This design comes from an exercise in tuning for small area, a short achievable clock period and few clock cycles on the open sky130 flow, not from production work.
In this exercise RTL edits were held to simulation tests only and were not proved equivalent to the original.
Power is estimated from default activity; no workload was simulated.

==> flow/design.v <==
package tanimoto_pkg;
    typedef logic [32-1:0]    vec_t;
    typedef logic [6-1:0]    cnt_t;
    typedef logic [7-1:0]    thr_t;
    typedef logic [8-1:0]     qid_t;
    typedef logic [2-1:0] ref_idx_t;
    typedef logic [4-1:0]     mask_t;
    typedef logic [4-1:0] credit_t;
    typedef struct packed {
        logic valid;
        vec_t vec;
        cnt_t cnt;
        qid_t id;
    } query_t;
    typedef struct packed {
        logic  valid;
        qid_t  id;
        mask_t mask;
    } hit_t;
    typedef struct packed {
        qid_t     query_id;
        ref_idx_t ref_idx;
    } id_pair_t;
    typedef struct packed {
        logic en;
        cnt_t addr;
        thr_t data;
    } thr_wr_t;
endpackage
`timescale 1ns/1ps
module tanimoto_top (
    input  logic        clk,
    input  logic        rstn,
    input  logic        i_vec_valid,
    input  logic [31:0] i_vec,
    input  logic [13:0] i_thr_wr,
    input  logic        i_out_credit,
    output logic [9:0]  o_pair,
    output logic        o_pair_valid,
    output logic        o_in_credit
);
    localparam int PW = 3;           
    localparam int K  = 1 << PW;     
    function automatic integer ubits(input integer c);
        ubits = (c <= 1) ? 6 : (c <= 17) ? 5 : (c <= 25) ? 4 : (c <= 29) ? 3 : (c <= 31) ? 2 : 1;
    endfunction
    logic [5:0] thr [33];
    logic [8:0] wdiff;        
    logic [5:0] wlim;         
    logic [5:0] wu;
    assign wdiff = {2'b00, i_thr_wr[6:0]} - {2'b00, i_thr_wr[12:7], 1'b0} + 9'd1;
    assign wlim  = 6'd33 - i_thr_wr[12:7];
    assign wu    = wdiff[8] ? 6'd0 : (wdiff > {3'b000, wlim}) ? wlim : wdiff[5:0];
    always_ff @(posedge clk) begin
        for (int e = 0; e < 33; e++) begin
            if (!rstn) thr[e] <= (e == 0) ? 6'd1 : 6'd0;
            else if (i_thr_wr[13] && i_thr_wr[12:7] == 6'(e)) thr[e] <= wu & 6'((1 << ubits(e)) - 1);
        end
    end
    logic [2:0]  nload;       
    logic [31:0] ref_v [4];
    logic [5:0]  ref_a [4];
    always_ff @(posedge clk) begin
        if (!rstn) nload <= '0;
        else if (i_vec_valid && !nload[2]) nload <= nload + 3'd1;
    end
    always_ff @(posedge clk) begin
        for (int r = 0; r < 4; r++)
            if (rstn && i_vec_valid && nload == 3'(r)) ref_v[r] <= i_vec;
    end
    function automatic [3:0] pc8(input [7:0] x);
        pc8 = 4'(x[0]) + 4'(x[1]) + 4'(x[2]) + 4'(x[3]) + 4'(x[4]) + 4'(x[5]) + 4'(x[6]) + 4'(x[7]);
    endfunction
    logic        v1, ld1;
    logic [1:0]  idx1;
    logic [3:0][3:0] pb1;
    logic [3:0][3:0][3:0] pc1;
    always_ff @(posedge clk) begin
        v1   <= rstn & i_vec_valid & nload[2];
        ld1  <= rstn & i_vec_valid & ~nload[2];
        idx1 <= nload[1:0];
        for (int g = 0; g < 4; g++) begin
            pb1[g] <= pc8(i_vec[g*8 +: 8]);
            for (int r = 0; r < 4; r++) pc1[r][g] <= pc8(i_vec[g*8 +: 8] & ref_v[r][g*8 +: 8]);
        end
    end
    logic        v2, ld2;
    logic [1:0]  idx2;
    logic [5:0]  b2;
    logic [3:0][5:0] c2;
    always_ff @(posedge clk) begin
        v2   <= rstn & v1;
        ld2  <= rstn & ld1;
        idx2 <= idx1;
        b2   <= 6'(pb1[0]) + 6'(pb1[1]) + 6'(pb1[2]) + 6'(pb1[3]);
        for (int r = 0; r < 4; r++) c2[r] <= 6'(pc1[r][0]) + 6'(pc1[r][1]) + 6'(pc1[r][2]) + 6'(pc1[r][3]);
    end
    always_ff @(posedge clk) begin
        for (int r = 0; r < 4; r++)
            if (ld2 && idx2 == 2'(r)) ref_a[r] <= b2;
    end
    logic        v3;
    logic [3:0][5:0] u3, x3;
    always_ff @(posedge clk) begin
        v3 <= rstn & v2;
        for (int r = 0; r < 4; r++) begin
            u3[r] <= c2[r][5] ? thr[32] : thr[c2[r][4:0]];
            x3[r] <= ref_a[r] + b2 - {c2[r][4:0], 1'b0};
        end
    end
    logic [3:0] ring [K];
    logic [PW:0] wp;
    always_ff @(posedge clk) begin
        if (v3) for (int r = 0; r < 4; r++) ring[wp[PW-1:0]][r] <= x3[r] < u3[r];
    end
    logic [7:0] rid, hd_id;
    logic [3:0] hd, e0, e1;
    logic [3:0] ocred;
    logic [1:0] sel;
    logic [PW:0] cnt;
    logic       av0, av1, send, last, hfree, load0, load1, skip0, skip1;
    assign cnt   = wp - rid[PW:0];
    assign av0   = cnt != '0;
    assign av1   = cnt > (PW+1)'(1);
    assign e0    = ring[rid[PW-1:0]];
    assign e1    = ring[PW'(rid[PW-1:0] + PW'(1))];
    always_comb begin
        sel = 2'd0;
        for (int i = 3; i >= 0; i--) if (hd[i]) sel = 2'(i);
    end
    assign send  = (hd != 4'd0) && (ocred != 4'd0);
    assign last  = (hd & (hd - 4'd1)) == 4'd0;
    assign hfree = (hd == 4'd0) || (send && last);
    assign skip0 = av0 && (e0 == 4'd0);
    assign load0 = av0 && (e0 != 4'd0) && hfree;
    assign skip1 = skip0 && av1 && (e1 == 4'd0);
    assign load1 = skip0 && av1 && (e1 != 4'd0) && hfree;
    always_ff @(posedge clk) begin
        if (!rstn) begin
            wp    <= '0;
            rid   <= '0;
            hd    <= '0;
            ocred <= '0;
            o_pair_valid <= 1'b0;
        end else begin
            wp    <= wp + (PW+1)'(v3);
            rid   <= rid + 8'(load0 | skip0) + 8'(load1 | skip1);
            hd    <= load0 ? e0 : load1 ? e1 : (send ? (hd & ~(4'd1 << sel)) : hd);
            ocred <= ocred + 4'(i_out_credit) - 4'(send);
            o_pair_valid <= send;
        end
        if (load0) hd_id <= rid;
        else if (load1) hd_id <= rid + 8'd1;
        o_pair <= {hd_id, sel};
    end
    logic [2:0]  owed, owed_e;
    logic [PW:0] free;
    logic        ret;
    assign owed_e = owed + 3'(v1);
    assign ret    = (owed_e != 3'd0) && (free != '0);
    always_ff @(posedge clk) begin
        if (!rstn) begin
            owed <= '0;
            free <= (PW+1)'(K - 4);
            o_in_credit <= 1'b0;
        end else begin
            owed <= owed_e - 3'(ret);
            free <= free - (PW+1)'(ret) + (PW+1)'(skip0) + (PW+1)'(skip1) + (PW+1)'(send & last);
            o_in_credit <= ret;
        end
    end
endmodule
==> flow/run.sh <==
#!/bin/bash
# synth_recipe.tcl (not shown) runs the flow's synth.tcl, then flattens the netlist and writes it again
# the make line also repeats each setting of config.mk as NAME=value (left out here)
make -C /OpenROAD-flow-scripts/flow DESIGN_CONFIG=/design/flow/config.mk WORK_HOME=/design/flow/orfs CLKGATE_MAP_FILE= SYNTH_SCRIPT=/design/flow/synth_recipe.tcl finish
==> flow/config.mk <==
export PLATFORM = sky130hd
export DESIGN_NAME = tanimoto_top
export DESIGN_NICKNAME = tanimoto_top
export VERILOG_FILES = /design/flow/design.v
export SDC_FILE = /design/flow/constraint.sdc
export NUM_CORES = 4
export LEC_CHECK = 0
export ABC_CLOCK_PERIOD_IN_PS = 2800
export CAP_MARGIN = 20
export CORE_MARGIN = 2
export CORE_UTILIZATION = 40
export PLACE_DENSITY = 0.6
export SETUP_SLACK_MARGIN = 1.2
export SLEW_MARGIN = 20
==> flow/constraint.sdc <==
create_clock -name core_clock -period 4.0 [get_ports {clk}]
set_input_delay 0.8000 -clock core_clock [delete_from_list [all_inputs] [get_ports {clk}]]
set_output_delay 0.8000 -clock core_clock [all_outputs]
set_load 0.01 [all_outputs]
==> notes.md <==
layout make-up:
type	count	area (sq um)	share of cell area, %
multi-input combinational	2025	17530	45.99
sequential	542	12800	33.59
tap	978	1224	3.210
timing repair buffer	356	3276	8.593
clock buffer	80	1745	4.579
antenna	1	2.502	0.006565
clock inverter	36	460.4	1.208
inverter	282	1079	2.829
flip-flops by register name, summed over array words and instances (netlist names), 4 cells and up:
register	count
x3	24
pb1	16
rid	8
o_pair	10
free	4
hd	4
wp	4
thr	141
ring	32
c2	24
pc1	64
ocred	4
ref_a	24
hd_id	8
ref_v	128
b2	6
u3	24
final timing paths:
path | startpoint | end | slack, ns | depth (start not counted)
setup / recovery | i_thr_wr[1] | thr[27][1]$_SDFFE_PN0P_ | 0.25 | 18
hold / removal | idx1[0]$_DFF_P_ | idx2[0]$_DFF_P_ | 0.33 | 0
setup reg to reg | rid[0]$_SDFF_PN0_ | free[1]$_SDFF_PN0_ | 0.49 | 13
hold reg to reg | idx1[0]$_DFF_P_ | idx2[0]$_DFF_P_ | 0.33 | 0
power groups by stage:
| stage | clock network (W) | logic, W | registers (W) |
|---|---|---|---|
| 6_report | 0.00611 | 0.0120 | 0.00767 |
| 5_1_grt | 0.00644 | 0.0130 | 0.00776 |
| 4_1_cts | 0.00619 | 0.0110 | 0.00764 |
| 3_5_place_dp | 0 | 0.0106 | 0.00776 |
| 3_3_place_gp | 0 | 0.0103 | 0.00776 |
| 2_1_floorplan | 0 | 0.00682 | 0.00715 |
what timing repair did:
| action | CTS | global route |
|---|---|---|
| hold endpoints to repair | 0 | 0 |
| buffers inserted | 32 | 33 |
| setup endpoints to repair | 246 | 260 |
| gates cloned | 2 | 7 |
| pin swaps | 91 | 138 |
| hold buffers | 0 | 0 |
| resized for setup | 89 | 296 |
cells in the mapped netlist, types with 88 or more instances:
library cell	number
fa_1	142
inv_1	281
nor2_1	139
nand3_1	136
o21ai_0	105
clkbuf_1	114
dfxtp_1	350
nand2_1	255
a21oi_1	138
ha_1	167
edfxtp_1	192
and2_1	88
layer usage:
layer  global-route usage, %  share of wire, %  up-vias
li1                        -                 -    11290
met1                   37.91                39    12550
met2                   48.49                46     1246
met3                   6.370               8.0      421
met4                   18.24               7.0        6
met5                       0             0.030        -
kinds of logic after synthesis:
logic type,after synthesis
DFF,542
and+or+nand+nor,862
muxes,97
buffers and inverters,429
adders and majority gates,310
xor gates and xnor gates,94
AOI/OAI and AO/OA,661
metrics by stage:
step / hold WS (ns) / worst slack (ns) / std cells / util (%) / power [W]
final: 0.3257 / 0.2516 / 4300 / 50.36 / 0.02582
after global routing: 0.3336 / 0.1713 / 4299 / 50.35 / 0.02722
after CTS: 0.3272 / 0.3890 / 4259 / 48.62 / 0.02486
after detailed placement: 0.3121 / -0.9479 / 4109 / 44.93 / 0.01834
after global placement: 0.3126 / -0.8851 / 4109 / 44.93 / 0.01810
after floorplan: 0.3096 / -0.1161 / 2995 / - / 0.01398
worst max-delay path, cell delays in order:
cell       delay, ns
buf_8           0.09
inv_12          0.03
ha_4            0.15
fa_2            0.40
and2b_4         0.27
o22a_1          0.21
xor2_2          0.30
xnor2_4         0.12
ha_4            0.33
nor3_4          0.05
a41oi_2         0.23
o41ai_4         0.16
a211oi_2        0.27
o2bb2ai_2       0.11
buf_12          0.16
buf_12          0.13
or3_1           0.34
a21oi_1         0.16
==> impl_metrics.json <==
{
  "grt_max_degree": 55,
  "finClkSkew_ns": 0.02304,
  "synth_area_per_cell_sq_um": 10.19,
  "gp_congestion": 1.060,
  "fin_nets": 3627,
  "synth_top_cell_by_area": "dfxtp_1",
  "power_frac_clock_pct": 23.7,
  "finalInstanceArea_sq_um": 38120,
  "clock_latency_ns": 0.65,
  "drc": 0,
  "die_w_microns": 280.2,
  "cts_tree": "done",
  "ioPinCount": 62,
  "yosysWarningCount": 4,
  "yosysSeqAreaShare_pct": 41.87,
  "synth_ff_type": "dfxtp_1",
  "cp-end-kind": "flop",
  "switching_power_w": 0.01049,
  "grt_pass1_vias": 25490,
  "syn_area_sq_um": 30500,
  "critPathRequiredTime_ns": 4.57,
  "timing.final.crit_period_ns": 3.748,
  "drtIter0Drc": 2844,
  "place_area_sq_um": 34010,
  "crit_type": "primary input to flop",
  "grt_util_all_layers_pct": 30.39,
  "wl_per_cell_microns": 28.23,
  "pwr-share-seq_pct": 29.7,
  "internal-power_w": 0.01533,
  "clkSinkCount": 542,
  "vdd_drop_max_mv": 0.4718,
  "ys_async_sr_fraction_pct": 0,
  "start_util_pct": 40.30,
  "synthXorXnorAreaFrac_pct": 2.724,
  "cap_viol_max_count": 0,
  "cp-start-kind": "primary input",
  "outcome": "finished clean",
  "path_max_fanout": 8,
  "yosys.area_share.adder_pct": 16.20,
  "dieArea_sq_um": 78490,
  "drive_gt1_share_pct": 24.60,
  "hold_viol_final": 0,
  "antenna_found_initial": 3,
  "coreArea_sq_um": 75700,
  "synth_area_leaders": "dfxtp_1 23%, edfxtp_1 19%, fa_1 9.3%",
  "clock-root-buffer": "clkbuf_16",
  "synth_top_family_by_area": "adder cells",
  "area_growth_pct": 24.96,
  "mostFrequentLayoutCells": "334 x dfxtp_1, 249 x nand2_1, 242 x buf_4",
  "post-route-period-util_pct": 93.71,
  "slew_violations": 0,
  "drtAntennaViolNets": 0,
  "path_clk_slew_ns": 0.06,
  "cts_buffer_depth": 3,
  "synth_fp_nets": 3354,
  "leakage_nw": 15.04,
  "power_density_nw_per_um2": 677.4,
  "synth_seq_cells": 542,
  "viasPerCell": 5.932,
  "synthCells": 2995,
  "placementRows": 101,
  "synthSimpleGateAreaFrac_pct": 14.09,
  "io_buffers": 61,
  "critPathArrivalTime_ns": 4.32,
  "dr.pass1.iters": 6,
  "synth_edf_count": 192,
  "fillers": 6743,
  "finalSetupViolCount": 0,
  "num_vias": 25510,
  "maxSlewHeadroom_pct": 27.70,
  "p_comb_share_pct": 46.6,
  "h-tree-depth": 2,
  "routed_wl_microns": 121400,
  "worstMarginPinSlew_ns": 1.057,
  "grt_pass1_wl_microns": 173700,
  "dp_hpwl_microns": 90310,
  "synth_top_area_share_pct": 22.97,
  "timing.fmax_mhz": 266.8,
  "switching_share_pct": 40.64,
  "synthMuxAreaShare_pct": 4.307,
  "yosysUniqueCellTypes": 101,
  "numCtsBuffers": 61,
  "die_h_microns": 280.2,
  "mostFrequentLayoutCell": "dfxtp_1",
  "synth_compound_area_share_pct": 15.45,
  "hold_path_class": "flop to flop",
  "grt-ovfl-total": 0,
  "rsz0062_at_grt": "true",
  "tns_ns": 0
}
Testbench counts, summed over its fixed seeds: cycles 3,198.

==> separate check: timing with driven ports <==
The flow's constraints put no driver on any port. The routed layout listed below was extracted and timed again, unchanged, in two steps.
Step 1: set_driving_cell puts a clkbuf_16 on clk and a buf_2 on each other input, an assumption about the parent block.
Step 2 adds t to the input delays and takes it off the output delays; t is the mean of the earliest and latest rising clock arrival at the registers after step 1. Input paths then give back, and output paths get back, about the clock's delay inside the block.
a / b / c = ideal / step 1 / step 2; a / b = the first two.
t (ns): 0.702
setup slack, ns: 0.252 / 0.263 / -0.439
worst setup path after step 2: input to register
worst data-port slew with drivers (ns): 0.11
With both steps, setup timing fails in this run, where it was met with ideal ports. The setup slack of this run moves by +0.011 ns with the drivers and by -0.691 ns with both steps.
